What follows belongs to an exercise in optimizing a design on an open flow for small area; a production flow would make more cautious choices.
Where RTL was checked, it was by simulation tests only, not by an equivalence proof against the original.
Only the layout flow was run in run 2; the RTL was not checked for function there.
No activity file was given, so power comes from the tool's default toggle rates.

$ cat config.mk
export PLATFORM = sky130hd
export DESIGN_NAME = sccb_responder
export DESIGN_NICKNAME = sccb_responder
export VERILOG_FILES = /design/flow/design.v
export SDC_FILE = /design/flow/constraint.sdc
export NUM_CORES = 4
export LEC_CHECK = 0
export CAP_MARGIN = 20
export CORE_MARGIN = 2
export CORE_UTILIZATION = 40
export CTS_BUF_LIST = sky130_fd_sc_hd__clkbuf_8
export CTS_CLUSTER_DIAMETER = 50
export CTS_CLUSTER_SIZE = 16
export SETUP_SLACK_MARGIN = 0.3
export SLEW_MARGIN = 20
export SYNTH_HIERARCHICAL = 1
export SYNTH_MINIMUM_KEEP_SIZE = 0
$ cat constraint.sdc
create_clock -name core_clock -period 10.0 [get_ports {Clk}]
set_input_delay 2.0000 -clock core_clock [delete_from_list [all_inputs] [get_ports {Clk}]]
set_output_delay 2.0000 -clock core_clock [all_outputs]
set_load 0.01 [all_outputs]
$ cat design.v
package sccb_pkg;
    typedef enum logic [3:0] {
        ST_IDLE,
        ST_ID,
        ST_ID_ACK,
        ST_SUB,
        ST_SUB_ACK,
        ST_WDAT,
        ST_WDAT_ACK,
        ST_RDAT,
        ST_RDAT_NA,
        ST_WAIT_STOP
    } sccb_state_t;
    localparam int         PHASE_LEN = 9;
    localparam logic [3:0] DATA_BITS = 4'(PHASE_LEN - 1);
    localparam logic [3:0] ACK_BIT   = 4'(PHASE_LEN);
    localparam logic ID_WR_LSB = 1'b0;
    localparam logic ID_RD_LSB = 1'b1;
endpackage
module sccb_line_sync
(
    input  logic Clk,
    input  logic Reset,
    input  logic sioc_in,
    input  logic siod_in,
    output logic sc_rise,
    output logic sc_fall,
    output logic start,
    output logic stop,
    output logic siod_s
);
    logic sc_p0, sc_p1, sc_p2, sc_p3;
    logic sd_p0, sd_p1, sd_p2, sd_p3;
    always_ff @(posedge Clk) begin
        if (!Reset) begin
            sc_p0 <= 1'b1;
            sc_p1 <= 1'b1;
            sc_p2 <= 1'b1;
            sc_p3 <= 1'b1;
            sd_p0 <= 1'b1;
            sd_p1 <= 1'b1;
            sd_p2 <= 1'b1;
            sd_p3 <= 1'b1;
        end else begin
            sc_p0 <= sioc_in;
            sc_p1 <= sc_p0;
            sc_p2 <= sc_p1;
            sc_p3 <= sc_p2;
            sd_p0 <= siod_in;
            sd_p1 <= sd_p0;
            sd_p2 <= sd_p1;
            sd_p3 <= sd_p2;
        end
    end
    assign sc_rise = sc_p2 & ~sc_p3;
    assign sc_fall = ~sc_p2 & sc_p3;
    assign start   = sc_p2 & sc_p3 & ~sd_p2 & sd_p3;
    assign stop    = sc_p2 & sc_p3 & sd_p2 & ~sd_p3;
    assign siod_s = sd_p2;
endmodule
import sccb_pkg::*;
module sccb_responder
#(
    parameter logic [6:0] DEV_ID    = 7'h21,
    parameter int         REG_DEPTH = 256
) (
    input  logic       Clk,
    input  logic       Reset,
    input  logic       sioc_in,
    input  logic       siod_in,
    output logic       siod_oe,
    input  logic [7:0] obs_addr,
    output logic [7:0] obs_data,
    output logic       wr_valid,
    output logic [7:0] wr_addr,
    output logic [7:0] wr_data,
    output logic       busy,
    output logic       err
);
    localparam int NSEG = 8;
    localparam int SLEN = 32;
    logic        sc_rise, sc_fall, start_p, stop_p, sd_s;
    sccb_pkg::sccb_state_t state;
    logic [3:0]  bit_cnt;
    logic [7:0]  shreg;
    logic [7:0]  rd_sh;
    logic [7:0]  ptr;
    logic        rf_we;
    logic [7:0]  rx_byte;
    logic [3:0]  bits_done;
    logic [NSEG-1:0][SLEN-1:0][7:0] ring;
    logic [NSEG-1:0][7:0]           head_in;
    logic [4:0]  off;
    logic        scrub_act;
    logic        pend_valid;
    logic        scrubbing;
    logic        commit;
    logic [NSEG-1:0] commit_seg;
    logic [NSEG-1:0] keep;
    logic        refresh;
    logic [7:0]  refresh_val;
    logic [4:0]  obs_pos;
    logic        refresh_tap;
    logic        obs_hit;
    logic [NSEG-1:0] seg_sel_n;
    logic [SLEN-1:0] pos_sel_n;
    sccb_line_sync u_sync (
        .Clk     (Clk),
        .Reset   (Reset),
        .sioc_in (sioc_in),
        .siod_in (siod_in),
        .sc_rise (sc_rise),
        .sc_fall (sc_fall),
        .start   (start_p),
        .stop    (stop_p),
        .siod_s  (sd_s)
    );
    always_comb begin
        rx_byte  = {shreg[6:0], sd_s};
        bits_done = (bit_cnt == 4'd0) ? 4'd0 : bit_cnt - 4'd1;
        rf_we     = !stop_p && !start_p && sc_rise && state == ST_WDAT
                    && bit_cnt == DATA_BITS - 4'd1;
        scrubbing = !Reset || scrub_act;
        commit    = pend_valid && off == wr_addr[4:0] && !scrubbing;
        for (int s = 0; s < NSEG; s++) begin
            commit_seg[s] = commit && wr_addr[7:5] == 3'(s);
            keep[s]       = !scrubbing && !commit_seg[s];
        end
        refresh     = state != ST_RDAT && ptr[3:0] == off[3:0];
        refresh_tap = ptr[4] ^ off[4];
        if (scrubbing)
            refresh_val = 8'h00;
        else if (pend_valid && wr_addr == ptr)
            refresh_val = wr_data;
        else
            refresh_val = ring[ptr[7:5]][{refresh_tap, 4'd0}];
        obs_pos   = obs_addr[4:0] - off;
        obs_hit   = pend_valid && obs_addr == wr_addr;
        for (int i = 0; i < NSEG; i++)
            seg_sel_n[i] = !(obs_addr[7:5] == 3'(i) && !obs_hit && !scrub_act);
        for (int i = 0; i < SLEN; i++)
            pos_sel_n[i] = obs_pos != 5'(i);
        for (int b = 0; b < 8; b++)
            obs_data[b] = (obs_hit & wr_data[b]) | (|obs_l3[b]);
    end
    always_ff @(posedge Clk) begin
        for (int s = 0; s < NSEG; s++) begin
            for (int p = 0; p < SLEN - 1; p++)
                ring[s][p] <= ring[s][p+1];
            ring[s][SLEN-1] <= head_in[s];
        end
    end
    always_ff @(posedge Clk) begin
        if (!Reset) begin
            off        <= 5'd0;
            scrub_act  <= 1'b1;
            pend_valid <= 1'b0;
        end else begin
            off <= off + 5'd1;
            if (off == 5'(SLEN - 2))
                scrub_act <= 1'b0;
            if (rf_we)
                pend_valid <= 1'b1;
            else if (commit)
                pend_valid <= 1'b0;
        end
    end
    always_ff @(posedge Clk) begin
        if (!Reset) begin
            state    <= ST_IDLE;
            bit_cnt  <= 4'd0;
            shreg    <= 8'h00;
            rd_sh    <= 8'h00;
            ptr      <= 8'h00;
            siod_oe  <= 1'b0;
            busy     <= 1'b0;
            err      <= 1'b0;
            wr_valid <= 1'b0;
            wr_addr  <= 8'h00;
            wr_data  <= 8'h00;
        end else begin
            err      <= 1'b0;
            wr_valid <= 1'b0;
            if (refresh)
                rd_sh <= refresh_val;
            if (stop_p) begin
                if ((state == ST_ID || state == ST_SUB || state == ST_WDAT || state == ST_RDAT)
                    && (bits_done >= 4'd1) && (bits_done <= 4'd7)) begin
                    err <= 1'b1;
                end
                state   <= ST_IDLE;
                siod_oe <= 1'b0;
                busy    <= 1'b0;
                bit_cnt <= 4'd0;
            end else if (start_p) begin
                state   <= ST_ID;
                siod_oe <= 1'b0;
                busy    <= 1'b1;
                bit_cnt <= 4'd0;
            end else if (sc_rise) begin
                case (state)
                    ST_ID, ST_SUB, ST_WDAT: begin
                        if (bit_cnt < DATA_BITS) begin
                            shreg   <= rx_byte;
                            bit_cnt <= bit_cnt + 4'd1;
                            if (state == ST_WDAT && bit_cnt == DATA_BITS - 4'd1) begin
                                wr_valid <= 1'b1;
                                wr_addr  <= ptr;
                                wr_data  <= rx_byte;
                            end
                        end
                    end
                    ST_ID_ACK, ST_SUB_ACK, ST_WDAT_ACK, ST_RDAT: begin
                        if (bit_cnt < ACK_BIT) begin
                            bit_cnt <= bit_cnt + 4'd1;
                        end
                    end
                    ST_RDAT_NA: begin
                        state <= ST_WAIT_STOP;
                    end
                    default: ;
                endcase
            end else if (sc_fall) begin
                case (state)
                    ST_ID: begin
                        if (bit_cnt == DATA_BITS) begin
                            if (shreg[7:1] == DEV_ID) begin
                                siod_oe <= 1'b1;
                                state   <= ST_ID_ACK;
                            end else begin
                                state   <= ST_WAIT_STOP;
                            end
                        end
                    end
                    ST_SUB: begin
                        if (bit_cnt == DATA_BITS) begin
                            ptr     <= shreg;
                            siod_oe <= 1'b1;
                            state   <= ST_SUB_ACK;
                        end
                    end
                    ST_WDAT: begin
                        if (bit_cnt == DATA_BITS) begin
                            siod_oe <= 1'b1;
                            state   <= ST_WDAT_ACK;
                        end
                    end
                    ST_ID_ACK: begin
                        if (bit_cnt == ACK_BIT) begin
                            bit_cnt <= 4'd0;
                            if (shreg[0] == ID_RD_LSB) begin
                                siod_oe <= ~rd_sh[7];
                                state   <= ST_RDAT;
                            end else if (shreg[0] == ID_WR_LSB) begin
                                siod_oe <= 1'b0;
                                state   <= ST_SUB;
                            end else begin
                                siod_oe <= 1'b0;
                                state   <= ST_WAIT_STOP;
                            end
                        end
                    end
                    ST_SUB_ACK: begin
                        if (bit_cnt == ACK_BIT) begin
                            bit_cnt <= 4'd0;
                            siod_oe <= 1'b0;
                            state   <= ST_WDAT;
                        end
                    end
                    ST_WDAT_ACK: begin
                        if (bit_cnt == ACK_BIT) begin
                            siod_oe <= 1'b0;
                            state   <= ST_WAIT_STOP;
                        end
                    end
                    ST_RDAT: begin
                        if (bit_cnt == DATA_BITS) begin
                            siod_oe <= 1'b0;
                            state   <= ST_RDAT_NA;
                        end else begin
                            siod_oe <= ~rd_sh[6];
                            rd_sh   <= {rd_sh[6:0], 1'b0};
                        end
                    end
                    default: ;
                endcase
            end
        end
    end
    for (genvar s = 0; s < NSEG; s++) begin : g_head
        for (genvar b = 0; b < 8; b++) begin : g_bit
            sccb_ao22 u_h (.a0(commit_seg[s]), .d0(wr_data[b]), .a1(keep[s]), .d1(ring[s][0][b]),
                           .y(head_in[s][b]));
        end
    end
    logic [7:0][NSEG-1:0][11:0] obs_l1;
    logic [7:0][NSEG-1:0][2:0]  obs_l2;
    logic [7:0][NSEG-1:0]       obs_l3n;
    logic [7:0][NSEG-1:0]       obs_l3;
    logic [SLEN-1:0]            pos_sel;
    logic [NSEG-1:0]            seg_sel;
    assign pos_sel = ~pos_sel_n;
    assign seg_sel = ~seg_sel_n;
    for (genvar b = 0; b < 8; b++) begin : g_obs
        for (genvar s = 0; s < NSEG; s++) begin : g_seg
            for (genvar k = 0; k < 10; k++) begin : g_l1
                sccb_aoi222 u_l1 (
                    .a0(pos_sel[3*k]),   .d0(ring[s][3*k][b]),
                    .a1(pos_sel[3*k+1]), .d1(ring[s][3*k+1][b]),
                    .a2(pos_sel[3*k+2]), .d2(ring[s][3*k+2][b]),
                    .y(obs_l1[b][s][k]));
            end
            sccb_nand2 u_l1x (.a(pos_sel[30]), .b(ring[s][30][b]), .y(obs_l1[b][s][10]));
            sccb_nand2 u_l1y (.a(pos_sel[31]), .b(ring[s][31][b]), .y(obs_l1[b][s][11]));
            sccb_sel12 u_l2 (.y(obs_l1[b][s]), .seg(seg_sel[s]), .w(obs_l3[b][s]));
        end
    end
endmodule
module sccb_nand2 (input logic a, input logic b, output logic y);
    assign y = ~(a & b);
endmodule
module sccb_nor2 (input logic a, input logic b, output logic y);
    assign y = ~(a | b);
endmodule
module sccb_nor3 (input logic a, input logic b, input logic c, output logic y);
    assign y = ~(a | b | c);
endmodule
module sccb_sel12 (input logic [11:0] y, input logic seg, output logic w);
    assign w = seg & ~&y;
endmodule
module sccb_nand4 (input logic a, input logic b, input logic c, input logic d, output logic y);
    assign y = ~(a & b & c & d);
endmodule
module sccb_ao22 (input logic a0, input logic d0, input logic a1, input logic d1, output logic y);
    assign y = (a0 & d0) | (a1 & d1);
endmodule
module sccb_aoi222 (
    input  logic a0, input logic d0,
    input  logic a1, input logic d1,
    input  logic a2, input logic d2,
    output logic y
);
    assign y = ~((a0 & d0) | (a1 & d1) | (a2 & d2));
endmodule
$ cat flow/run.sh
#!/bin/bash
set -euo pipefail
export CTS_ARGS="-sink_clustering_enable -repair_clock_nets -dont_use_dummy_load -sink_clustering_size 18 -sink_clustering_max_diameter 50 -buf_list sky130_fd_sc_hd__clkbuf_8"
export BUFFER_PORTS_ARGS="-buffer_cell sky130_fd_sc_hd__buf_2"
bash standard.sh > make.log 2>&1
$ cat standard.sh
#!/bin/bash
# synth_recipe.tcl (not shown) runs the flow's synth.tcl, then flattens the netlist and writes it again
# the make line also repeats each setting of config.mk as NAME=value (left out here)
make -C /OpenROAD-flow-scripts/flow DESIGN_CONFIG=/design/flow/config.mk WORK_HOME=/design/flow/orfs CLKGATE_MAP_FILE= SYNTH_SCRIPT=/design/flow/synth_recipe.tcl "${@:-finish}"
==> run summary, run 1 <==
register share of total power=0.660; max_slew headroom=0.189; Post-CTS Setup Bufs=0; R2R setup slack=~6.3 ns; combinational power share=0.033; GRT Resource Usage Total=0.245; WHS Endpoint=ring[384]$_DFF_P_; DRC viols=0; clock skew=0.0683 ns; Starting DRT DRC Count=5599; post-cts resize count=0; status=no timing/DRC/antenna violations; measured slew at the worst slew-check pin=1.21 ns; area share of the largest cell type after synthesis=0.768; hold path start=ring[392]$_DFF_P_; Seq cells post-synth=roughly 2100; arrival time worst endpoint=approximately 6.5 ns; Power, Total=12.8 mW; hold path depth=0; Setup violations, final=0; Achievable Freq=~120 MHz; Post-Syn Area=~55000 um2; first-pass GRT wire length=251 mm; delay-heaviest family, CP=simple AND/OR/NAND/NOR gates; # IOs=40; Leakage=roughly 22 nW; Pint=between 9 and 10 mW; Reg-to-Reg Start=off[4]$_SDFF_PN0_; CP Launch Type=input port; placed inst area=59100 um2; TritonCTS Buffers=155; Clk pwr share=0.307; GRT overflow=0; hold buffers post-CTS=0; Reg2Reg Depth=6; net load switching power=2.88 mW; post-route cell area=61300 um2; Final Max Slew Viols=0; register area share after synthesis=0.768; PortBufs=39; total iterations of the first detailed-routing run=9; vias=between 30000 and 40000; syn nets=approximately 3800; total negative slack=0 ns; final WL=176 mm; period utilization=0.848; RD Place Congestion=between 0.8 and 0.9; HP Class=reg -> reg; Post-synth EDFFs=0; clock latency (worst-skew pair)=between 0.9 and 1 ns; CTS clock-pin slew for the worst setup and hold paths=roughly 0.11 ns; top_reg_cell synth=dfxtp_1; Max Buffers Root-to-Sink=3; site row count=136; Tmin final=approximately 8.5 ns; Post-synth top cells=dfxtp_1 (2115), a222oi_1 (640), nand2_1 (205); drt wl/cell=approximately 30 um; clk sink count=approximately 2100; die footprint=between 100000 and 150000 um2; unrepaired setup endpoints after global routing=false; CTS tree=yes; Slowest cell on crit path=nor4_1; H-tree depth=4; Critical Path RT=about 8 ns; syn_area_per_cell=between 10 and 15 um2; die width=~380 um; Post-Synthesis Cells=roughly 3800; Synth-to-Final Area Change=11.2%; layout cell share with drive strength beyond 1=0.0937; top post-synthesis cells by area=dfxtp_1 (77%), a222oi_1 (12%), nand4_1 (2.3%); final hold vios=0; largest net degree at the start of global routing=65; Peak VDD IR=between 0.00015 and 0.0002 V; Max-Cap Viols=0; CP Capture Type=primary output; area leader, netlist=dfxtp_1; pwr dens=about 210 nW/um2; Cell Chain, Critical Path=buf_2 > inv_1 > ha_1 > inv_1 > fa_1 > a21o_1 > a21oi_1 > xor2_1 > nand3_1 > nor2_4 > buf_12 > a222oi_1 > nand4_1 > o31a_1 > nor4_1 > nand3_1 > buf_2; Core Area=~140000 um2; CP Class=in -> out; Synth warnings=8; Starting Density=0.402; Post-DP HPWL=between 100 and 150 mm; Worst R2R End=ring[1019]$_DFF_P_; Worst path max stage delay=0.56 ns; vias in the first global route=approximately 35000; CP max FO=20; Sw Share=0.226; antenna violations before repair=5; chip height=375 um; CP Depth=17; Buf/Inv on CP=5; synth unique cells=between 50 and 60; CTS Root Cell=clkbuf_8; DR vias/cell=6.12; final-stage net count=about 4100; post-route ant nets=0; count leader, synth=dfxtp_1; Synth async-reset ratio=0
==> metal layers <==
metal,part of all wire,GRT usage,vias to the layer above
met5,0.000045,0,-
met4,0.038,0.0959,2
met3,0.093,0.0468,349
met2,0.46,0.395,1820
met1,0.41,0.325,18100
li1,-,-,15600
==> kinds of logic after synthesis <==
group	after synthesis	share of synthesized area
DFF	2115	0.768
buffers and inverters	53	0.00422
xor gates and xnor gates	38	0.00618
AOI/OAI and AO/OA	863	0.147
muxes	72	0.0147
adders and majority gates	11	0.00263
and+or+nand+nor	627	0.0572
==> worst max path at each step <==
stage,endpoint,start
after floorplan,obs_data[0],obs_addr[0]
after global placement,obs_data[5],obs_addr[0]
after detailed placement,obs_data[5],obs_addr[0]
after CTS,obs_data[5],obs_addr[0]
after global routing,obs_data[5],obs_addr[0]
final,obs_data[5],obs_addr[0]
==> Yosys stat by module, one instance, submodules excluded <==
module | cells | flops+latches
sccb_sel12 | 4 | 0
sccb_nand2 | 1 | 0
sccb_line_sync | 20 | 8
sccb_responder | 2671 | 2107
sccb_ao22 | 1 | 0
sccb_aoi222 | 1 | 0
==> state kept, by name (all words and copies together) (netlist names), 4 cells and up <==
| signal | cells |
|---|---|
| wr_addr | 8 |
| shreg | 8 |
| ptr | 8 |
| rd_sh | 8 |
| bit_cnt | 4 |
| ring | 2048 |
| state | 4 |
| wr_data | 8 |
| off | 5 |
==> power by group through the flow <==
stage	clock [mW]	sequential, mW	combinational (mW)
after floorplan	0	8.62	0.126
after global placement	0	8.62	0.405
after detailed placement	0	8.62	0.407
after CTS	3.97	8.42	0.408
after global routing	4.29	8.43	0.417
final	3.91	8.42	0.421
==> area by class of cell <==
class	count	area, um2
timing repair buffer	156	1540
tap	1794	2240
inverter	19	71.3
fill	12400	75900
multi-input combinational	1611	12900
sequential	2115	42300
clock buffer	155	2130
antenna	6	15.0
==> cell usage in the layout (no fill, tap or decap), types with 5 or more instances in the layout <==
cell type,netlist,routed
dfxtp_1,2115,2115
a222oi_1,640,640
nand2_1,205,205
nand4_1,202,202
clkbuf_8,0,155
buf_4,2,79
mux2i_1,65,65
a22o_1,64,64
o31a_1,64,64
nor2_1,106,62
buf_2,9,39
buf_12,0,37
nor2_4,0,35
a21oi_1,33,33
nor4_1,24,23
nand3_1,21,21
xor2_1,19,19
inv_1,18,18
o22ai_1,18,18
xnor2_1,18,17
nand2b_1,16,16
nor2b_1,11,11
nor2_2,1,10
a31oi_1,10,10
o21ai_0,10,10
ha_1,10,10
nor3_1,13,8
mux4_2,7,7
diode_2,0,6
o21ai_1,6,6
or3_1,5,5
or4_1,5,5
==> worst reg2reg max path: stages (launching register included) <==
cell and delay [ns]:
dfxtp_1 0.62, xor2_1 0.12, nor4_1 0.37, nand4_1 0.44, nor3_4 1.08, nor2_2 0.53
a22o_1 0.41
==> stage by stage <==
stage / hold slack [ns] / cells / util / worst slack (ns)
final: 0.282 / 5856 / 0.447 / 1.52
after global routing: 0.277 / 5852 / 0.447 / 1.36
after CTS: 0.281 / 5850 / 0.447 / 1.57
after detailed placement: 0.335 / 5695 / 0.431 / 1.58
after global placement: 0.331 / 5694 / 0.431 / 1.53
after floorplan: 0.330 / 3779 / - / 1.75
==> inputs of run 2 (changes only) <==
--- a/design.v
+++ b/design.v
@@ -101,3 +101,5 @@
     logic [7:0]  refresh_val;
-    logic [4:0]  obs_pos;
+    logic [1:0]  obs_lt;
+    logic [3:0]  obs_cy, obs_lm;
+    logic [7:0]  obs_hm;
     logic        refresh_tap;
@@ -136,10 +138,15 @@
             refresh_val = ring[ptr[7:5]][{refresh_tap, 4'd0}];
-        obs_pos   = obs_addr[4:0] - off;
         obs_hit   = pend_valid && obs_addr == wr_addr;
         for (int i = 0; i < NSEG; i++)
-            seg_sel_n[i] = !(obs_addr[7:5] == 3'(i) && !obs_hit && !scrub_act);
+            seg_sel_n[i] = !(obs_addr[7:5] == 3'(i) && !scrub_act);
+        for (int k = 0; k < 4; k++) begin
+            {obs_cy[k], obs_lt} = {1'b0, off[1:0]} + 3'(k);
+            obs_lm[k] = obs_addr[1:0] == obs_lt;
+        end
+        for (int k = 0; k < 8; k++)
+            obs_hm[k] = obs_addr[4:2] == 3'(off[4:2] + 3'(k));
         for (int i = 0; i < SLEN; i++)
-            pos_sel_n[i] = obs_pos != 5'(i);
+            pos_sel_n[i] = !(obs_lm[i % 4] && (obs_cy[i % 4] ? obs_hm[(i / 4 + 1) % 8] : obs_hm[i / 4]));
         for (int b = 0; b < 8; b++)
-            obs_data[b] = (obs_hit & wr_data[b]) | (|obs_l3[b]);
+            obs_data[b] = obs_hit ? wr_data[b] : (|obs_l3[b]);
     end
==> run 2 against run 1 <==
  * Core utilization is 0.25 points lower
  * Highest routed layer unchanged
  * Clock skew rose by 0.021 ns
  * Hold slack got worse by 0.018 ns
  * Setup slack improved by 0.095 ns
  * Clock power fell by 1%
  * Sequential share of layout area is 0.052 points higher
  * Synthesized area grew 0.97%
  * Clock-buffer cell count is 2 lower
==> run summary, run 2 <==
Leakage=22.1 nW (was 22.0 nW); Worst path max stage delay=0.57 ns (was 0.56 ns); DRC viols=0 (unchanged); site row count=136 (unchanged); largest family of logic cells by synthesized area=compound AO/OA/AOI/OAI gates (unchanged); Achievable Freq=119 MHz (was 118 MHz); # IOs=40 (unchanged); final-stage net count=4071 (was 4081); Post-Synthesis Cells=3785 (was 3779); die footprint=142000 um2 (was 141000 um2); Setup violations, final=0 (unchanged); register area share after synthesis=0.761 (was 0.768); area share of the largest cell type after synthesis=0.761 (was 0.768); Reg2Reg Depth=7 (was 6); Power, Total=12.6 mW (was 12.8 mW); leading cell types in the layout, fill and taps excluded=dfxtp_1 (2114), a222oi_1 (640), nand4_1 (199), nand2_1 (172), clkbuf_8 (153) (was dfxtp_1 (2115), a222oi_1 (640), nand2_1 (205), nand4_1 (202), clkbuf_8 (155)); Max Buffers Root-to-Sink=3 (unchanged); first-pass GRT wire length=243 mm (was 251 mm); multiplexer share of the synthesized area=0.0221 (was 0.0147); Synth Area in XOR/XNOR=0.00728 (was 0.00617); Worst setup startpoint=obs_addr[2] (was obs_addr[0]); CP Capture Type=primary output (unchanged); chip height=377 um (was 375 um); RD Place Congestion=0.862 (was 0.834); syn nets=3806 (was 3802); Pint=9.83 mW (was 9.88 mW); clock skew=0.0896 ns (was 0.0683 ns); die width=377 um (was 375 um); TritonCTS Buffers=153 (was 155); arrival time worst endpoint=6.39 ns (was 6.48 ns); area leader, netlist=dfxtp_1 (unchanged); crit path capture=obs_data[3] (was obs_data[5]); CTS tree=yes (unchanged); total negative slack=0 ns (unchanged); Clk pwr share=0.306 (was 0.307); CTS Root Cell=clkbuf_8 (unchanged); commonest non-fill, non-tap cell in the layout=dfxtp_1 (unchanged); Cell Chain, Critical Path=buf_2 > xor2_1 > nor3b_1 > nand2_1 > nor2_1 > a21oi_1 > nor2_4 > buf_4 > buf_4 > a222oi_1 > nand4_1 > o31a_1 > nor4_1 > nand2_1 > mux2_2 > buf_2 (was buf_2 > inv_1 > ha_1 > inv_1 > fa_1 > a21o_1 > a21oi_1 > xor2_1 > nand3_1 > nor2_4 > buf_12 > a222oi_1 > nand4_1 > o31a_1 > nor4_1 > nand3_1 > buf_2); DR vias/cell=6.08 (was 6.12); GRT overflow=0 (unchanged); net load switching power=2.75 mW (was 2.88 mW); Sw Share=0.219 (was 0.226); syn_area_per_cell=14.7 um2 (was 14.6 um2); register share of total power=0.669 (was 0.660); post-synthesis simple-gate area fraction=0.0561 (was 0.0572); antenna violations before repair=8 (was 5); Critical Path RT=8.00 ns (about the same); CP Depth=16 (was 17); Buf/Inv on CP=4 (was 5); final WL=170 mm (was 176 mm); post-route ant nets=0 (unchanged); post-cts resize count=0 (unchanged); top_reg_cell synth=dfxtp_1 (unchanged); period utilization=0.839 (was 0.848); Peak VDD IR=0.000131 V (was 0.000155 V); max_slew headroom=0.205 (was 0.189); Synth warnings=8 (unchanged); combinational power share=0.024 (was 0.033); vias=35600 (was 35900); GRT Resource Usage Total=0.235 (was 0.245); Max-Cap Viols=0 (unchanged); status=no timing/DRC/antenna violations (unchanged); Post-synth EDFFs=0 (unchanged); HP Class=reg -> reg (unchanged); Seq cells post-synth=2115 (unchanged); Post-synth top cells=dfxtp_1 (2115), a222oi_1 (640), nand4_1 (199) (was dfxtp_1 (2115), a222oi_1 (640), nand2_1 (205)); vias in the first global route=34700 (was 35100); top post-synthesis cells by area=dfxtp_1 (76%), a222oi_1 (12%), nand4_1 (2.2%) (was dfxtp_1 (77%), a222oi_1 (12%), nand4_1 (2.3%)); PortBufs=39 (unchanged); unrepaired setup endpoints after global routing=false (unchanged); Starting Density=0.404 (was 0.402); total iterations of the first detailed-routing run=10 (was 9); Post-DP HPWL=102 mm (about the same); Core Area=138000 um2 (was 137000 um2); final hold vios=0 (unchanged); Worst R2R End=rd_sh[0]$_SDFF_PN0_ (was ring[1019]$_DFF_P_); Synth-to-Final Area Change=10.0% (was 11.2%); clock latency (worst-skew pair)=0.92 ns (was 0.91 ns); worst setup margin=1.61 ns (was 1.52 ns); CP Launch Type=input port (unchanged); delay-heaviest family, CP=simple AND/OR/NAND/NOR gates (unchanged); measured slew at the worst slew-check pin=1.19 ns (was 1.21 ns); Post-CTS Setup Bufs=0 (unchanged); Starting DRT DRC Count=5925 (was 5599); Reg-to-Reg Start=off[4]$_SDFF_PN0_ (unchanged); Post-Syn Area=55600 um2 (was 55100 um2); Synth async-reset ratio=0 (unchanged); CP max FO=27 (was 20); largest register by flop count=ring (unchanged); pwr dens=206 nW/um2 (was 208 nW/um2); largest net degree at the start of global routing=65 (unchanged); max FFs per register=2048 (unchanged); CTS clock-pin slew for the worst setup and hold paths=0.10 ns (was 0.11 ns); drt wl/cell=29.2 um (was 30.1 um); clk sink count=2115 (unchanged); synth unique cells=62 (was 56); Adder-Cell Fraction of Synth Area=0.00202 (was 0.00263); H-tree depth=4 (unchanged); Setup WS pre-CTS=1.73 ns (was 1.58 ns); CP Class=in -> out (unchanged); Tmin final=8.39 ns (was 8.48 ns); Final Max Slew Viols=0 (unchanged); Slowest cell on crit path=xor2_1 (was nor4_1); count leader, synth=dfxtp_1 (unchanged); Synth Area in Compound Gates=0.146 (was 0.147); layout cell share with drive strength beyond 1=0.0958 (was 0.0937); R2R setup slack=5.77 ns (was 6.34 ns); hold buffers post-CTS=0 (unchanged)
[run 2: cell count changes after synthesis, sizes merged, moves of 7 or more]
cell,previous run,this run
nand2,205,172
nor3,13,32
o22ai,18,2
nand3,21,6
mux4,7,19
xnor2,18,29
mux2,0,9
nand2b,16,25
a221oi,0,7
xor2,20,13
[run 2: Yosys stat by module (local to each module, per instance)]
module / times used / cells inside
sccb_line_sync: 1 / 20
sccb_sel12: 64 / 4
sccb_aoi222: 640 / 1
sccb_ao22: 64 / 1
sccb_responder: 1 / 2677
sccb_nand2: 128 / 1
[run 2: worst min path at each step]
stage | from | to | slack (ns) | cells past startpoint
finish | ring[1815]$_DFF_P_ | ring[1807]$_DFF_P_ | 0.26 | 0
detailed placement | ring[458]$_DFF_P_ | ring[450]$_DFF_P_ | 0.33 | 0
CTS | ring[1815]$_DFF_P_ | ring[1807]$_DFF_P_ | 0.25 | 0
global route | ring[912]$_DFF_P_ | ring[904]$_DFF_P_ | 0.27 | 0
floorplan | ring[1048]$_DFF_P_ | ring[1040]$_DFF_P_ | 0.33 | 0
global placement | ring[915]$_DFF_P_ | ring[907]$_DFF_P_ | 0.33 | 0
[run 2: metrics by stage]
stage | cell area [um2] | util | instances | hold WS (ns)
final | 61200 | 0.444 | 5845 | 0.264
after detailed placement | 59100 | 0.429 | 5689 | 0.335
after global placement | 59100 | 0.429 | 5686 | 0.331
after floorplan | 55600 | - | 3785 | 0.330
after global routing | 61200 | 0.444 | 5843 | 0.270
after CTS | 61200 | 0.444 | 5842 | 0.252
[run 2: layout make-up]
| class | instances | area [um2] |
|---|---|---|
| Antenna cell | 3 | 7.51 |
| Clock buffer | 153 | 2110 |
| Inverter | 13 | 48.8 |
| Timing Repair Buffer | 155 | 1140 |
| Fill cell | 12300 | 76600 |
| Multi-Input combinational cell | 1612 | 13300 |
| Tap cell | 1794 | 2240 |
| Sequential cell | 2115 | 42300 |
[run 2: cells by family after synthesis]
| group | Yosys count |
|---|---|
| AO/OA/AOI/OAI | 861 |
| XOR/XNOR | 42 |
| adder cells (fa/ha/maj) | 9 |
| buffers and inverters | 58 |
| flip-flops | 2115 |
| multiplexers | 93 |
| AND/OR/NAND/NOR | 607 |
[run 2: power groups by stage]
stage | logic, mW | clock network (mW) | registers (mW)
final | 0.303 | 3.86 | 8.42
after CTS | 0.294 | 3.93 | 8.42
after global routing | 0.305 | 4.23 | 8.43
after floorplan | 0.115 | 0 | 8.62
after detailed placement | 0.293 | 0 | 8.62
after global placement | 0.292 | 0 | 8.62
[run 2: routing by layer]
layer	up-vias	share of wire	global-route usage
met3	337	0.096	0.0511
met5	-	0.00040	0
met1	17900	0.43	0.328
li1	15600	-	-
met4	10	0.036	0.0845
met2	1655	0.43	0.359
[run 2: worst register-to-register path, stage by stage, from the launching register on]
cell and delay [ns]:
dfxtp_1 0.72, xor2_4 0.67, buf_4 0.77, mux4_2 0.49
nor2b_1 0.05, a221oi_1 0.76, a22oi_1 0.40, a311oi_1 0.31
==> inputs of run 3 (changes only) <==
--- a/design.v
+++ b/design.v
@@ -86,2 +86,3 @@
     logic [7:0]  rd_sh;
+    logic        shreg_shift, rd_shift;
     logic [7:0]  ptr;
@@ -101,5 +102,3 @@
     logic [7:0]  refresh_val;
-    logic [1:0]  obs_lt;
-    logic [3:0]  obs_cy, obs_lm;
-    logic [7:0]  obs_hm;
+    logic [4:0]  obs_pos;
     logic        refresh_tap;
@@ -107,3 +106,6 @@
     logic [NSEG-1:0] seg_sel_n;
-    logic [SLEN-1:0] pos_sel_n;
+    logic [3:0]      pos_lo_n;
+    logic [7:0]      pos_hi_n;
+    logic [2*NSEG-1:0] tap_sel;
+    logic [7:0]      tap_or;
     sccb_line_sync u_sync (
@@ -132,21 +134,17 @@
         refresh_tap = ptr[4] ^ off[4];
-        if (scrubbing)
-            refresh_val = 8'h00;
-        else if (pend_valid && wr_addr == ptr)
-            refresh_val = wr_data;
-        else
-            refresh_val = ring[ptr[7:5]][{refresh_tap, 4'd0}];
+        for (int i = 0; i < 2 * NSEG; i++)
+            tap_sel[i] = !scrubbing && !pend_valid && ptr[7:5] == 3'(i / 2)
+                         && refresh_tap == 1'(i % 2);
+        for (int b = 0; b < 8; b++)
+            refresh_val[b] = (!scrubbing && pend_valid && wr_data[b]) | tap_or[b];
+        obs_pos   = obs_addr[4:0] - off;
         obs_hit   = pend_valid && obs_addr == wr_addr;
         for (int i = 0; i < NSEG; i++)
-            seg_sel_n[i] = !(obs_addr[7:5] == 3'(i) && !scrub_act);
-        for (int k = 0; k < 4; k++) begin
-            {obs_cy[k], obs_lt} = {1'b0, off[1:0]} + 3'(k);
-            obs_lm[k] = obs_addr[1:0] == obs_lt;
-        end
-        for (int k = 0; k < 8; k++)
-            obs_hm[k] = obs_addr[4:2] == 3'(off[4:2] + 3'(k));
-        for (int i = 0; i < SLEN; i++)
-            pos_sel_n[i] = !(obs_lm[i % 4] && (obs_cy[i % 4] ? obs_hm[(i / 4 + 1) % 8] : obs_hm[i / 4]));
+            seg_sel_n[i] = !(obs_addr[7:5] == 3'(i) && !obs_hit && !scrub_act);
+        for (int i = 0; i < 4; i++)
+            pos_lo_n[i] = obs_pos[1:0] != 2'(i);
+        for (int i = 0; i < 8; i++)
+            pos_hi_n[i] = obs_pos[4:2] != 3'(i);
         for (int b = 0; b < 8; b++)
-            obs_data[b] = obs_hit ? wr_data[b] : (|obs_l3[b]);
+            obs_data[b] = (obs_hit & wr_data[b]) | (|obs_l3[b]);
     end
@@ -174,2 +172,17 @@
     end
+    always_comb begin
+        shreg_shift = !stop_p && !start_p && sc_rise && bit_cnt < DATA_BITS
+                      && (state == ST_ID || state == ST_SUB || state == ST_WDAT);
+        rd_shift    = !stop_p && !start_p && !sc_rise && sc_fall && state == ST_RDAT
+                      && bit_cnt != DATA_BITS;
+    end
+    always_ff @(posedge Clk) begin
+        if (shreg_shift)
+            shreg <= rx_byte;
+        if (rd_shift)
+            rd_sh <= {rd_sh[6:0], 1'b0};
+        else if (refresh)
+            rd_sh <= refresh_val;
+    end
+    assign busy = state != ST_IDLE;
     always_ff @(posedge Clk) begin
@@ -178,7 +191,4 @@
             bit_cnt  <= 4'd0;
-            shreg    <= 8'h00;
-            rd_sh    <= 8'h00;
             ptr      <= 8'h00;
             siod_oe  <= 1'b0;
-            busy     <= 1'b0;
             err      <= 1'b0;
@@ -190,4 +200,2 @@
             wr_valid <= 1'b0;
-            if (refresh)
-                rd_sh <= refresh_val;
             if (stop_p) begin
@@ -199,3 +207,2 @@
                 siod_oe <= 1'b0;
-                busy    <= 1'b0;
                 bit_cnt <= 4'd0;
@@ -204,3 +211,2 @@
                 siod_oe <= 1'b0;
-                busy    <= 1'b1;
                 bit_cnt <= 4'd0;
@@ -210,3 +216,2 @@
                         if (bit_cnt < DATA_BITS) begin
-                            shreg   <= rx_byte;
                             bit_cnt <= bit_cnt + 4'd1;
@@ -288,3 +293,2 @@
                             siod_oe <= ~rd_sh[6];
-                            rd_sh   <= {rd_sh[6:0], 1'b0};
                         end
@@ -302,2 +306,14 @@
     end
+    logic [7:0][5:0] tap_l1;
+    for (genvar b = 0; b < 8; b++) begin : g_tap
+        for (genvar k = 0; k < 5; k++) begin : g_l1
+            sccb_aoi222 u_l1 (
+                .a0(tap_sel[3*k]),   .d0(ring[(3*k) / 2][16 * ((3*k) % 2)][b]),
+                .a1(tap_sel[3*k+1]), .d1(ring[(3*k+1) / 2][16 * ((3*k+1) % 2)][b]),
+                .a2(tap_sel[3*k+2]), .d2(ring[(3*k+2) / 2][16 * ((3*k+2) % 2)][b]),
+                .y(tap_l1[b][k]));
+        end
+        sccb_nand2 u_l1x (.a(tap_sel[15]), .b(ring[7][16][b]), .y(tap_l1[b][5]));
+        sccb_nand6 u_l2 (.y(tap_l1[b]), .w(tap_or[b]));
+    end
     logic [7:0][NSEG-1:0][11:0] obs_l1;
@@ -308,3 +324,5 @@
     logic [NSEG-1:0]            seg_sel;
-    assign pos_sel = ~pos_sel_n;
+    for (genvar p = 0; p < SLEN; p++) begin : g_pos
+        sccb_nor2 u_ps (.a(pos_lo_n[p % 4]), .b(pos_hi_n[p / 4]), .y(pos_sel[p]));
+    end
     assign seg_sel = ~seg_sel_n;
@@ -331,5 +349,2 @@
 endmodule
-module sccb_nor3 (input logic a, input logic b, input logic c, output logic y);
-    assign y = ~(a | b | c);
-endmodule
 module sccb_sel12 (input logic [11:0] y, input logic seg, output logic w);
@@ -337,4 +352,4 @@
 endmodule
-module sccb_nand4 (input logic a, input logic b, input logic c, input logic d, output logic y);
-    assign y = ~(a & b & c & d);
+module sccb_nand6 (input logic [5:0] y, output logic w);
+    assign w = ~&y;
 endmodule
--- a/config.mk
+++ b/config.mk
@@ -10,6 +10,3 @@
 export CORE_UTILIZATION = 40
-export CTS_BUF_LIST = sky130_fd_sc_hd__clkbuf_8
-export CTS_CLUSTER_DIAMETER = 50
-export CTS_CLUSTER_SIZE = 16
-export SETUP_SLACK_MARGIN = 0.3
+export GPL_TIMING_DRIVEN = 0
 export SLEW_MARGIN = 20
==> run 3 against run 2 <==
  * Wire length grew 1.2%
  * Maximum frequency shrank 7.2%
  * Still clean
  * Clock skew shrank 0.021 ns
  * Total power grew 1.5%
  * Final area grew 3.4%
  * Synthesized cell count shrank 2.9%
  * Largest power group unchanged
  * Hold slack gained 0.0096 ns
==> run summary, run 3 <==
Pint=9.93 mW (was 9.83 mW); measured slew at the worst slew-check pin=1.17 ns (was 1.19 ns); Post-Synthesis Cells=3675 (was 3785); total iterations of the first detailed-routing run=10 (unchanged); combinational power share=0.039 (was 0.024); clock skew=0.0687 ns (was 0.0896 ns); CTS clock-pin slew for the worst setup and hold paths=0.10 ns (about the same); leading cell types in the layout, fill and taps excluded=dfxtp_1 (2099), a222oi_1 (680), nand4_1 (202), nand2_1 (177), clkbuf_8 (151) (was dfxtp_1 (2114), a222oi_1 (640), nand4_1 (199), nand2_1 (172), clkbuf_8 (153)); max FFs per register=2048 (unchanged); Placed Cells=5670 (was 5689); Achievable Freq=111 MHz (was 119 MHz); DRC viols=0 (unchanged); first-pass GRT wire length=245 mm (was 243 mm); final-stage net count=4066 (was 4071); pwr dens=202 nW/um2 (was 206 nW/um2); Synth async-reset ratio=0 (unchanged); hold path depth=0 (unchanged); Tmin final=9.04 ns (was 8.39 ns); DR vias/cell=6.11 (was 6.08); Peak VDD IR=0.000130 V (was 0.000131 V); period utilization=0.904 (was 0.839); status=no timing/DRC/antenna violations (unchanged); Synth-to-Final Area Change=15.6% (was 10.0%); Core Area=136000 um2 (was 138000 um2); drt wl/cell=29.6 um (was 29.2 um); final hold vios=0 (unchanged); layout cell share with drive strength beyond 1=0.114 (was 0.0958); grt peak-use layer=met2 (unchanged); post-route cell area=63300 um2 (was 61200 um2); CP Launch Type=input port (unchanged); Post-DP HPWL=120 mm (was 102 mm); Slowest cell on crit path=nor4_1 (was xor2_1); Synth warnings=8 (unchanged); Critical Path RT=8.00 ns (about the same); register area share after synthesis=0.775 (was 0.761); clk sink count=2114 (was 2115); site row count=135 (was 136); CP Capture Type=primary output (unchanged); GRT overflow=0 (unchanged); Post-synth top cells=dfxtp_1 (2099), a222oi_1 (680), nand4_1 (202) (was dfxtp_1 (2115), a222oi_1 (640), nand4_1 (199)); Leakage=22.8 nW (was 22.1 nW); Cell Chain, Critical Path=buf_2 > inv_1 > ha_1 > inv_1 > fa_1 > a21o_1 > a21oi_1 > xor2_1 > nor2_1 > nand2_1 > nor2_4 > buf_16 > buf_12 > buf_12 > a222oi_1 > nand4_1 > o31a_1 > nor4_1 > nand3_1 > buf_2 (was buf_2 > xor2_1 > nor3b_1 > nand2_1 > nor2_1 > a21oi_1 > nor2_4 > buf_4 > buf_4 > a222oi_1 > nand4_1 > o31a_1 > nor4_1 > nand2_1 > mux2_2 > buf_2); Setup violations, final=0 (unchanged); Reg2Reg Depth=10 (was 7); Seq cells post-synth=2114 (was 2115); H-tree depth=4 (unchanged); RD Place Congestion=0.799 (was 0.862); Post-CTS Setup Bufs=0 (unchanged); post-cts resize count=0 (unchanged); CP Depth=20 (was 16); delay-heaviest family, CP=simple AND/OR/NAND/NOR gates (unchanged); Sw Share=0.223 (was 0.219); hold buffers post-CTS=0 (unchanged); area share of the largest cell type after synthesis=0.767 (was 0.761); Starting DRT DRC Count=5573 (was 5925); grt met2 use=0.391 (was 0.359); largest register by flop count=ring (unchanged); Starting Density=0.404 (about the same); Power, Total=12.8 mW (was 12.6 mW); Clk pwr share=0.301 (was 0.306); Max Buffers Root-to-Sink=3 (unchanged); clock latency (worst-skew pair)=0.88 ns (was 0.92 ns); GRT Resource Usage Total=0.239 (was 0.235); area leader, netlist=dfxtp_1 (unchanged); CP max FO=19 (was 27); Max-Cap Viols=0 (unchanged); Post-Syn Area=54800 um2 (was 55600 um2); net load switching power=2.84 mW (was 2.75 mW); fin cells=5823 (was 5845); commonest non-fill, non-tap cell in the layout=dfxtp_1 (unchanged); vias in the first global route=34900 (was 34700); max_slew headroom=0.220 (was 0.205); count leader, synth=dfxtp_1 (unchanged); antenna violations before repair=2 (was 8); placed inst area=61200 um2 (was 59100 um2); largest net degree at the start of global routing=21 (was 65); synth unique cells=61 (was 62); top post-synthesis cells by area=dfxtp_1 (77%), a222oi_1 (12%), nand4_1 (2.3%) (was dfxtp_1 (76%), a222oi_1 (12%), nand4_1 (2.2%)); HP Class=reg -> reg (unchanged); unrepaired setup endpoints after global routing=false (unchanged); Worst path max stage delay=0.68 ns (was 0.57 ns); Post-synth EDFFs=15 (was 0); arrival time worst endpoint=7.04 ns (was 6.39 ns); CTS Root Cell=clkbuf_8 (unchanged); vias=35600 (about the same); final WL=172 mm (was 170 mm); die footprint=140000 um2 (was 142000 um2); CTS tree=yes (unchanged); chip height=374 um (was 377 um); GR Layer Usage met1=0.300 (was 0.328); syn nets=3699 (was 3806); Buf/Inv on CP=7 (was 4); top_reg_cell synth=dfxtp_1 (unchanged); register share of total power=0.660 (was 0.669); post-route ant nets=0 (unchanged); TritonCTS Buffers=151 (was 153); Final Max Slew Viols=0 (unchanged); syn_area_per_cell=14.9 um2 (was 14.7 um2); GR Layer Usage met3=0.0520 (was 0.0511); die width=374 um (was 377 um); # IOs=40 (unchanged); CP Class=in -> out (unchanged); PortBufs=37 (was 39)
==> run 3: layout make-up <==
type / count / area, um2
timing repair buffer: 214 / 3750
inverter: 13 / 48.8
fill: 11700 / 72300
tap: 1781 / 2230
antenna: 2 / 5.00
clock buffer: 151 / 2080
sequential: 2114 / 42500
buffer: 23 / 129
multi-input combinational: 1525 / 12600
==> run 3: metrics by stage <==
stage	util	setup slack [ns]	setup TNS [ns]	hold slack, ns
3_3_place_gp	0.422	-4.65	-36.50	0.331
4_1_cts	0.467	0.989	0	0.276
3_5_place_dp	0.451	1.00	0	0.335
2_1_floorplan	-	1.80	0	0.330
6_report	0.467	0.959	0	0.273
5_1_grt	0.467	0.701	0	0.278
==> run 3: logic make-up (layout without fill, tap and decap cells) <==
kind of cell             count (synthesis)  in the layout  synth area share
XOR/XNOR                                28             28           0.00448
AND/OR/NAND/NOR                        595            595            0.0581
flip-flops                            2114           2114             0.775
buffers and inverters                   36            401           0.00322
AO/OA/AOI/OAI                          864            864             0.151
other                                    0              2                 0
adder cells (fa/ha/maj)                 12             12           0.00288
multiplexers                            26             26           0.00477
==> run 3: power groups by stage <==
stage	logic, mW	clock network, mW	registers (mW)
2_1_floorplan	0.124	0	8.62
5_1_grt	0.504	4.19	8.43
3_3_place_gp	0.312	0	8.63
3_5_place_dp	0.492	0	8.63
4_1_cts	0.493	3.90	8.43
6_report	0.502	3.84	8.43
==> run 3: worst paths after layout <==
| check | to | start | slack (ns) |
|---|---|---|---|
| setup / recovery | obs_data[4] | obs_addr[0] | 0.96 |
| setup reg to reg | rd_sh[4]$_DFFE_PP_ | scrub_act$_SDFFE_PN1N_ | 6.31 |
| hold / removal | ring[1486]$_DFF_P_ | ring[1494]$_DFF_P_ | 0.27 |
| hold reg to reg | ring[1486]$_DFF_P_ | ring[1494]$_DFF_P_ | 0.27 |
==> run 3: per-layer routing <==
metal,vias up,part of all wire
met4,2,0.049
met2,1716,0.47
met3,433,0.083
li1,15500,-
met1,17900,0.40
met5,-,0.000075
==> run 3: modules after synthesis, one instance, submodules excluded <==
module | cells | flops+latches | area (um2) | copies in the design
sccb_ao22 | 1 | 0 | 8.76 | 64
sccb_aoi222 | 1 | 0 | 10.0 | 680
sccb_line_sync | 20 | 8 | 243 | 1
sccb_nand2 | 1 | 0 | 3.75 | 136
sccb_nand6 | 2 | 0 | 13.8 | 8
sccb_nor2 | 1 | 0 | 3.75 | 32
sccb_responder | 2471 | 2106 | 44700 | 1
sccb_sel12 | 4 | 0 | 27.5 | 64
==> inputs of run 4 (changes only) <==
--- a/config.mk
+++ b/config.mk
@@ -10,3 +10,2 @@
 export CORE_UTILIZATION = 40
-export GPL_TIMING_DRIVEN = 0
 export SLEW_MARGIN = 20
==> run 4 against run 3 <==
  * Still clean
  * Global-route usage rose by 0.62 points
  * Setup slack improved by 0.16 ns
  * Register-to-register slack got worse by 0.10 ns
  * Total power fell by 0.58%
  * Hold slack got worse by 0.050 ns
  * Clock skew rose by 0.056 ns
  * Maximum frequency rose by 1.8%
  * Via count rose by 0.44%
  * Largest cell class unchanged
==> run summary, run 4 <==
status=no timing/DRC/antenna violations (unchanged); Buf/Inv on CP=6 (was 7); area leader, netlist=dfxtp_1 (unchanged); period utilization=0.888 (was 0.904); Max-Cap Viols=0 (unchanged); layout cell share with drive strength beyond 1=0.0982 (was 0.114); Post-synth top cells=dfxtp_1 (2099), a222oi_1 (680), nand4_1 (202) (unchanged); # IOs=40 (unchanged); CP Launch Type=input port (unchanged); DR vias/cell=6.22 (was 6.11); Setup violations, final=0 (unchanged); Critical Path RT=8.00 ns (about the same); count leader, synth=dfxtp_1 (unchanged); Starting DRT DRC Count=6519 (was 5573); TritonCTS Buffers=152 (was 151); max FFs per register=2048 (unchanged); Placed Cells=5591 (was 5670); die width=374 um (unchanged); measured slew at the worst slew-check pin=1.28 ns (was 1.17 ns); syn nets=3699 (unchanged); Peak VDD IR=0.000154 V (was 0.000130 V); post-route ant nets=0 (unchanged); Max Buffers Root-to-Sink=3 (unchanged); number of fill cells=12100 (was 11700); Cell Chain, Critical Path=buf_2 > inv_1 > ha_1 > inv_1 > fa_1 > a21o_1 > a21oi_1 > xor2_1 > nor2_1 > nand2_1 > nor2_4 > buf_4 > buf_4 > a222oi_1 > nand4_1 > o31a_1 > nor4_1 > nand3_1 > buf_2 (was buf_2 > inv_1 > ha_1 > inv_1 > fa_1 > a21o_1 > a21oi_1 > xor2_1 > nor2_1 > nand2_1 > nor2_4 > buf_16 > buf_12 > buf_12 > a222oi_1 > nand4_1 > o31a_1 > nor4_1 > nand3_1 > buf_2); H-tree depth=4 (unchanged); Core Area=136000 um2 (unchanged); RD Place Congestion=0.869 (was 0.799); area share of the largest cell type after synthesis=0.767 (unchanged); commonest non-fill, non-tap cell in the layout=dfxtp_1 (unchanged); chip height=374 um (unchanged); CP Capture Type=primary output (unchanged); first-pass GRT wire length=249 mm (was 245 mm); total iterations of the first detailed-routing run=8 (was 10); antenna violations before repair=4 (was 2); register area share after synthesis=0.775 (unchanged); CP Class=in -> out (unchanged); R2R setup slack=6.21 ns (was 6.31 ns); clock latency (worst-skew pair)=0.90 ns (was 0.88 ns); CTS clock-pin slew for the worst setup and hold paths=0.09 ns (was 0.10 ns); Achievable Freq=113 MHz (was 111 MHz); Synth warnings=8 (unchanged); unrepaired setup endpoints after global routing=false (unchanged); placed inst area=58700 um2 (was 61200 um2); HP Class=reg -> reg (unchanged); fin cells=5748 (was 5823); clk sink count=2114 (unchanged); PortBufs=39 (was 37); final hold vios=0 (unchanged); hold buffers post-CTS=0 (unchanged); DRC viols=0 (unchanged); Starting Density=0.404 (unchanged); top_reg_cell synth=dfxtp_1 (unchanged); top post-synthesis cells by area=dfxtp_1 (77%), a222oi_1 (12%), nand4_1 (2.3%) (unchanged); site row count=135 (unchanged); vias=35700 (was 35600); clock skew=0.124 ns (was 0.0687 ns); max_slew headroom=0.145 (was 0.220); die footprint=140000 um2 (unchanged); Synth-to-Final Area Change=11.0% (was 15.6%); Tmin final=8.88 ns (was 9.04 ns); syn_area_per_cell=14.9 um2 (unchanged); Slowest cell on crit path=nor4_1 (unchanged); Post-DP HPWL=107 mm (was 120 mm); Seq cells post-synth=2114 (unchanged); Post-CTS Setup Bufs=0 (unchanged); CTS tree=yes (unchanged); largest net degree at the start of global routing=65 (was 21); post-route cell area=60800 um2 (was 63300 um2); Final Max Slew Viols=0 (unchanged); final WL=177 mm (was 172 mm); vias in the first global route=35100 (was 34900); leading cell types in the layout, fill and taps excluded=dfxtp_1 (2099), a222oi_1 (680), nand4_1 (202), nand2_1 (177), clkbuf_8 (152) (was dfxtp_1 (2099), a222oi_1 (680), nand4_1 (202), nand2_1 (177), clkbuf_8 (151)); delay-heaviest family, CP=simple AND/OR/NAND/NOR gates (unchanged); Post-Syn Area=54800 um2 (unchanged); drt wl/cell=30.8 um (was 29.6 um); Setup WS pre-CTS=1.12 ns (was 1.00 ns); CP max FO=21 (was 19); CTS Root Cell=clkbuf_8 (unchanged); Power, Total=12.7 mW (was 12.8 mW); pwr dens=209 nW/um2 (was 202 nW/um2); largest register by flop count=ring (unchanged); GRT Resource Usage Total=0.245 (was 0.239); post-cts resize count=0 (unchanged); Synth async-reset ratio=0 (unchanged); Post-Synthesis Cells=3675 (unchanged); final-stage net count=3989 (was 4066); worst setup margin=1.12 ns (was 0.959 ns); Leakage=21.9 nW (was 22.8 nW); synth unique cells=61 (unchanged); Post-synth EDFFs=15 (unchanged); total negative slack=0 ns (unchanged); arrival time worst endpoint=6.88 ns (was 7.04 ns); GRT overflow=0 (unchanged); Worst path max stage delay=0.62 ns (was 0.68 ns)
-- run 4: layer usage --
layer | track usage | part of all wire
met1 | 0.315 | 0.40
met2 | 0.385 | 0.44
met3 | 0.0554 | 0.10
met4 | 0.128 | 0.055
met5 | 0.00617 | 0.00069
-- run 4: area by class of cell --
class | count | area, um2 | share of cell area
tap | 1781 | 2230 | 0.0367
sequential | 2114 | 42500 | 0.699
antenna | 4 | 10.0 | 0.000165
clock buffer | 152 | 2090 | 0.0344
timing repair buffer | 159 | 1380 | 0.0227
inverter | 13 | 48.8 | 0.000803
multi-input combinational | 1525 | 12600 | 0.207
-- run 4: per-module statistics from Yosys (local to each module, per instance) --
module | cells | area [um2] | flops+latches
sccb_responder | 2471 | 44700 | 2106
sccb_line_sync | 20 | 243 | 8
sccb_sel12 | 4 | 27.5 | 0
sccb_nand6 | 2 | 13.8 | 0
sccb_aoi222 | 1 | 10.0 | 0
sccb_ao22 | 1 | 8.76 | 0
sccb_nand2 | 1 | 3.75 | 0
sccb_nor2 | 1 | 3.75 | 0
-- run 4: report_power, final --
group,switching [mW],internal [mW]
registers,0.00519,8.43
logic,0.345,0.0603
clock network,2.50,1.36
total,2.85,9.85
-- run 4: path summary, 6_finish.rpt --
path,start,depth (start not counted),endpoint
min,ring[981]$_DFF_P_,0,ring[973]$_DFF_P_
min reg2reg,ring[981]$_DFF_P_,0,ring[973]$_DFF_P_
max,obs_addr[0],19,obs_data[3]
max reg2reg,scrub_act$_SDFFE_PN1N_,7,ring[249]$_DFF_P_
-- run 4: cell families after synthesis --
logic type               Yosys count  share of synthesized area
AO/OA/AOI/OAI                    864                      0.151
XOR/XNOR                          28                    0.00448
AND/OR/NAND/NOR                  595                     0.0581
multiplexers                      26                    0.00477
adder cells (fa/ha/maj)           12                    0.00288
flip-flops                      2114                      0.775
buffers and inverters             36                    0.00322
-- run 4: stage by stage --
| stage | util | hold WS, ns |
|---|---|---|
| floorplan | - | 0.330 |
| global placement | 0.432 | 0.331 |
| detailed placement | 0.433 | 0.335 |
| CTS | 0.448 | 0.220 |
| global route | 0.448 | 0.226 |
| finish | 0.448 | 0.223 |
==> inputs of run 5 (changes only) <==
--- a/config.mk
+++ b/config.mk
@@ -7,6 +7,6 @@
 export LEC_CHECK = 0
-export CAP_MARGIN = 20
+export CAP_MARGIN = 0
 export CORE_MARGIN = 2
 export CORE_UTILIZATION = 40
-export SLEW_MARGIN = 20
+export SLEW_MARGIN = 0
 export SYNTH_HIERARCHICAL = 1
==> run 5 against run 4 <==
  * Still clean on timing, DRC and antenna
  * Clock skew is 0.023 ns lower
  * Core utilization is essentially flat
  * Setup slack better by 0.031 ns
  * Hold slack improved by 0.058 ns
  * Total power about the same
  * Non-clock buffer count down 1
  * Via count is essentially flat
  * First-iteration DRC count decreased by 3.9%
  * Critical path type unchanged
  * Final cell count unchanged
==> run summary, run 5 <==
CP max FO=21 (unchanged); Seq cells post-synth=2114 (unchanged); status=no timing/DRC/antenna violations (unchanged); Core Area=136000 um2 (unchanged); syn_area_per_cell=14.9 um2 (unchanged); register area share after synthesis=0.775 (unchanged); combinational power share=0.032 (about the same); GRT overflow=0 (unchanged); Max-Cap Viols=0 (unchanged); Clk pwr share=0.305 (was 0.304); DR vias/cell=6.22 (about the same); clk sink count=2114 (unchanged); Final Max Slew Viols=0 (unchanged); Setup violations, final=0 (unchanged); vias=35700 (about the same); Post-Synthesis Cells=3675 (unchanged); max FFs per register=2048 (unchanged); Core Util, Final=0.448 (about the same); final WL=177 mm (about the same); hold buffers post-CTS=0 (unchanged); count leader, synth=dfxtp_1 (unchanged); Post-DP HPWL=107 mm (about the same); total iterations of the first detailed-routing run=7 (was 8); post-route cell area=60800 um2 (about the same); post-cts resize count=0 (unchanged); CP Class=in -> out (unchanged); pwr dens=209 nW/um2 (about the same); Post-CTS Setup Bufs=0 (unchanged); Synth-to-Final Area Change=11.0% (about the same); antenna violations before repair=4 (unchanged); Synth async-reset ratio=0 (unchanged); first-pass GRT wire length=250 mm (was 249 mm); leading cell types in the layout, fill and taps excluded=dfxtp_1 (2099), a222oi_1 (680), nand4_1 (202), nand2_1 (177), clkbuf_8 (153) (was dfxtp_1 (2099), a222oi_1 (680), nand4_1 (202), nand2_1 (177), clkbuf_8 (152)); top_reg_cell synth=dfxtp_1 (unchanged); synth unique cells=61 (unchanged); post-route ant nets=0 (unchanged); chip height=374 um (unchanged); # IOs=40 (unchanged); syn nets=3699 (unchanged); Max Buffers Root-to-Sink=3 (unchanged); layout cell share with drive strength beyond 1=0.0982 (unchanged); die width=374 um (unchanged); Achievable Freq=113 MHz (about the same); final-stage net count=3989 (unchanged); clock skew=0.102 ns (was 0.124 ns); Sw Share=0.224 (about the same); RD Place Congestion=0.869 (unchanged); HP Class=reg -> reg (unchanged); CP Launch Type=input port (unchanged); top post-synthesis cells by area=dfxtp_1 (77%), a222oi_1 (12%), nand4_1 (2.3%) (unchanged); period utilization=0.885 (was 0.888); Leakage=21.9 nW (about the same); largest net degree at the start of global routing=65 (unchanged); Critical Path RT=8.00 ns (about the same); Tmin final=8.85 ns (was 8.88 ns); GRT Resource Usage Total=0.245 (about the same); max_slew headroom=0.100 (was 0.145); CTS tree=yes (unchanged); Post-synth EDFFs=15 (unchanged); CTS clock-pin slew for the worst setup and hold paths=0.11 ns (was 0.09 ns); register share of total power=0.664 (about the same); die footprint=140000 um2 (unchanged); vias in the first global route=35200 (was 35100); Post-Syn Area=54800 um2 (unchanged); unrepaired setup endpoints after global routing=false (unchanged); CP Capture Type=primary output (unchanged); drt wl/cell=30.7 um (was 30.8 um); Post-synth top cells=dfxtp_1 (2099), a222oi_1 (680), nand4_1 (202) (unchanged); net load switching power=2.84 mW (was 2.85 mW); placed inst area=58700 um2 (about the same); Min Hold Slack=0.282 ns (was 0.223 ns); PortBufs=39 (unchanged); H-tree depth=4 (unchanged); Peak VDD IR=0.000150 V (was 0.000154 V); DRC viols=0 (unchanged); Starting DRT DRC Count=6262 (was 6519); Starting Density=0.404 (unchanged); measured slew at the worst slew-check pin=1.35 ns (was 1.28 ns); number of fill cells=12100 (about the same); largest register by flop count=ring (unchanged); site row count=135 (unchanged); TritonCTS Buffers=153 (was 152); total negative slack=0 ns (unchanged); Pint=9.86 mW (was 9.85 mW); CTS Root Cell=clkbuf_8 (unchanged); commonest non-fill, non-tap cell in the layout=dfxtp_1 (unchanged); arrival time worst endpoint=6.85 ns (was 6.88 ns); final hold vios=0 (unchanged); clock latency (worst-skew pair)=0.92 ns (was 0.90 ns); area leader, netlist=dfxtp_1 (unchanged); area share of the largest cell type after synthesis=0.767 (unchanged); Synth warnings=8 (unchanged)
==> run 5: final cells by class <==
type,count,area (um2),share of cell area
Clock buffer,153,2110,0.0346
Multi-Input combinational cell,1525,12500,0.206
Tap cell,1781,2230,0.0367
Sequential cell,2114,42500,0.699
Inverter,13,48.8,0.000803
Antenna cell,4,10.0,0.000165
Timing Repair Buffer,158,1360,0.0224
==> run 5: Yosys stat by module, one instance, submodules excluded <==
module,flops+latches,cell area (um2)
sccb_nor2,0,3.75
sccb_nand6,0,13.8
sccb_line_sync,8,243
sccb_aoi222,0,10.0
sccb_responder,2106,44700
sccb_nand2,0,3.75
sccb_sel12,0,27.5
sccb_ao22,0,8.76
==> run 5: metal layers <==
metal / vias to the layer above / track usage / routed length [um]
met5: - / 0.0137 / 223
met4: 4 / 0.128 / 9660
met3: 474 / 0.0573 / 17700
met2: 1992 / 0.385 / 78400
met1: 17900 / 0.314 / 70600
li1: 15400 / - / -
==> run 5: worst paths after layout <==
| kind | from | end | slack (ns) | depth (start not counted) |
|---|---|---|---|---|
| hold reg to reg | ring[861]$_DFF_P_ | ring[853]$_DFF_P_ | 0.28 | 0 |
| setup / recovery | obs_addr[0] | obs_data[3] | 1.15 | 19 |
| hold / removal | ring[861]$_DFF_P_ | ring[853]$_DFF_P_ | 0.28 | 0 |
| setup reg to reg | scrub_act$_SDFFE_PN1N_ | rd_sh[4]$_DFFE_PP_ | 6.20 | 9 |
==> run 5: power groups by stage <==
stage / clock (mW) / sequential (mW) / combinational, mW
6_report: 3.87 / 8.43 / 0.403
5_1_grt: 4.24 / 8.44 / 0.398
4_1_cts: 3.92 / 8.43 / 0.389
3_5_place_dp: 0 / 8.63 / 0.389
3_3_place_gp: 0 / 8.63 / 0.388
2_1_floorplan: 0 / 8.62 / 0.124
==> run 5: metrics by stage <==
stage	worst slack, ns	cells	total power [mW]
after global placement	1.14	5591	9.02
after global routing	0.963	5745	13.1
after CTS	1.15	5744	12.7
after detailed placement	1.16	5591	9.02
final	1.15	5748	12.7
after floorplan	1.80	3675	8.75
==> run 5: kinds of logic (layout without fill, tap and decap cells) <==
logic type | count (synthesis) | count (layout) | share of synthesized area
xor+xnor | 28 | 28 | 0.00448
other cells | 0 | 4 | 0
compound gates | 864 | 864 | 0.151
buf+inv | 36 | 324 | 0.00322
simple gates | 595 | 595 | 0.0581
mux | 26 | 26 | 0.00477
fa+ha+maj | 12 | 12 | 0.00288
flops | 2114 | 2114 | 0.775
==> run 5: critical path, cell delays in order <==
cell and delay (ns):
buf_2 0.11, inv_1 0.06, ha_1 0.16, inv_1 0.07
fa_1 0.41, a21o_1 0.17, a21oi_1 0.26, xor2_1 0.27
nor2_1 0.10, nand2_1 0.31, nor2_4 0.28, buf_4 0.33
buf_4 0.26, a222oi_1 0.37, nand4_1 0.13, o31a_1 0.30
nor4_1 0.66, nand3_1 0.31, buf_2 0.24
==> inputs of run 6 (changes only) <==
--- a/config.mk
+++ b/config.mk
@@ -7,6 +7,6 @@
 export LEC_CHECK = 0
-export CAP_MARGIN = 0
+export CAP_MARGIN = 5
 export CORE_MARGIN = 2
-export CORE_UTILIZATION = 40
-export SLEW_MARGIN = 0
+export CORE_UTILIZATION = 70
+export SLEW_MARGIN = 5
 export SYNTH_HIERARCHICAL = 1
==> run 6 against run 5 <==
  * The layout now fails its checks (max-capacitance violations, max-slew violations)
  * Core utilization increased by 32 points
  * Setup slack improved by 0.048 ns
  * Global-route usage rose by 17 points
  * Maximum frequency grew 0.55%
  * Register-to-register slack improved by 0.14 ns
  * Non-clock buffer count down 3
  * Clock power shrank 4%
  * Sequential share of layout area is 1.5 points higher
  * Clock-buffer cell count shrank 11
  * Critical path type unchanged
  * Highest routed layer unchanged
==> run summary, run 6 <==
Max-Cap Viols=1 (was 0); syn_area_per_cell=14.9 um2 (unchanged); final WL=172 mm (was 177 mm); die footprint=80500 um2 (was 140000 um2); CTS Root Cell=clkbuf_8 (unchanged); Reg-to-Reg Start=scrub_act$_SDFFE_PN1N_ (unchanged); max_slew headroom=-0.0270 (was 0.100); WHS Endpoint=ring[881]$_DFF_P_ (was ring[853]$_DFF_P_); commonest non-fill, non-tap cell in the layout=dfxtp_1 (unchanged); Leakage=21.7 nW (was 21.9 nW); DR vias/cell=7.43 (was 6.22); CTS tree=yes (unchanged); grt peak-use layer=met2 (unchanged); antenna violations before repair=8 (was 4); post-cts resize count=0 (unchanged); GR Layer Usage met3=0.134 (was 0.0573); status=complete, but fails checks (was no timing/DRC/antenna violations); Core Area=77500 um2 (was 136000 um2); RD Place Congestion=0.918 (was 0.869); Seq cells post-synth=2114 (unchanged); HP Class=reg -> reg (unchanged); pwr dens=210 nW/um2 (was 209 nW/um2); syn nets=3699 (unchanged); top_reg_cell synth=dfxtp_1 (unchanged); GRT overflow=0 (unchanged); SO Viols=max-capacitance violations, max-slew violations; area leader, netlist=dfxtp_1 (unchanged); measured slew at the worst slew-check pin=1.53 ns (was 1.35 ns); Buf/Inv on CP=6 (unchanged); post-route cell area=59500 um2 (was 60800 um2); Synth-to-Final Area Change=8.64% (was 11.0%); PortBufs=39 (unchanged); hold path depth=0 (unchanged); Post-DP HPWL=103 mm (was 107 mm); total iterations of the first detailed-routing run=14 (was 7); clock latency (worst-skew pair)=0.86 ns (was 0.92 ns); Final Max Slew Viols=4 (was 0); delay-heaviest family, CP=simple AND/OR/NAND/NOR gates (unchanged); Post-CTS Setup Bufs=0 (unchanged); CTS clock-pin slew for the worst setup and hold paths=0.11 ns (about the same); final hold vios=0 (unchanged); R2R setup slack=6.34 ns (was 6.20 ns); site row count=102 (was 135); first-pass GRT wire length=247 mm (was 250 mm); final-stage net count=3975 (was 3989); largest register by flop count=ring (unchanged); GRT Resource Usage Total=0.418 (was 0.245); Reg2Reg Depth=9 (unchanged); grt met2 use=0.610 (was 0.385)
run 6: cell counts after synthesis:
No cell type changed its count.
run 6: kinds of logic after synthesis:
| kind of cell | after synthesis | synth area share |
|---|---|---|
| muxes | 26 | 0.00477 |
| xor gates and xnor gates | 28 | 0.00448 |
| buffers and inverters | 36 | 0.00322 |
| and+or+nand+nor | 595 | 0.0581 |
| DFF | 2114 | 0.775 |
| adders and majority gates | 12 | 0.00288 |
| AOI/OAI and AO/OA | 864 | 0.151 |
run 6: per-module statistics from Yosys (local to each module, per instance):
module / copies in the design / cells
sccb_responder: 1 / 2471
sccb_line_sync: 1 / 20
sccb_sel12: 64 / 4
sccb_nand6: 8 / 2
sccb_aoi222: 680 / 1
sccb_ao22: 64 / 1
sccb_nand2: 136 / 1
sccb_nor2: 32 / 1
run 6: layout make-up:
class | count | area (um2)
fill | 4805 | 18000
timing repair buffer | 155 | 1150
antenna | 12 | 30.0
sequential | 2114 | 42500
tap | 1040 | 1300
inverter | 13 | 48.8
clock buffer | 142 | 1950
multi-input combinational | 1525 | 12600
run 6: worst max-delay path by stage:
stage / startpoint / to / slack, ns / depth (start not counted)
global placement: obs_addr[0] / obs_data[6] / 1.39 / 19
global route: obs_addr[0] / obs_data[4] / 1.14 / 19
detailed placement: obs_addr[0] / obs_data[6] / 1.39 / 19
floorplan: obs_addr[0] / obs_data[0] / 1.80 / 14
CTS: obs_addr[0] / obs_data[6] / 1.37 / 19
finish: obs_addr[0] / obs_data[6] / 1.20 / 19
run 6: power breakdown:
group	leakage [nW]	internal (mW)	switching (mW)
Sequential	17.0	8.43	0.00564
Clock	1.02	1.28	2.42
Combinational	3.68	0.0485	0.330
Total	21.7	9.76	2.75
run 6: per-layer routing:
metal	wire length (um)	vias to the layer above
met4	10500	14
li1	-	15300
met3	25000	682
met2	73600	2936
met1	62600	18200
met5	96	-
run 6: metrics by stage:
| stage | std cells | hold WS [ns] | util | setup WS (ns) | power [mW] |
|---|---|---|---|---|---|
| after CTS | 4989 | 0.288 | 0.768 | 1.37 | 12.5 |
| after global placement | 4847 | 0.330 | 0.743 | 1.39 | 8.97 |
| after floorplan | 3675 | 0.330 | - | 1.80 | 8.75 |
| final | 5001 | 0.289 | 0.768 | 1.20 | 12.5 |
| after detailed placement | 4847 | 0.335 | 0.743 | 1.39 | 8.98 |
| after global routing | 4990 | 0.290 | 0.768 | 1.14 | 12.8 |

Check on run 6: ideal ports give 1.198 ns setup slack; a clkbuf_16 on the clock port and buf_2 on the inputs give 1.179 ns; moving port delays by the midpoint clock arrival (0.869 ns) as well gives 1.179 ns.
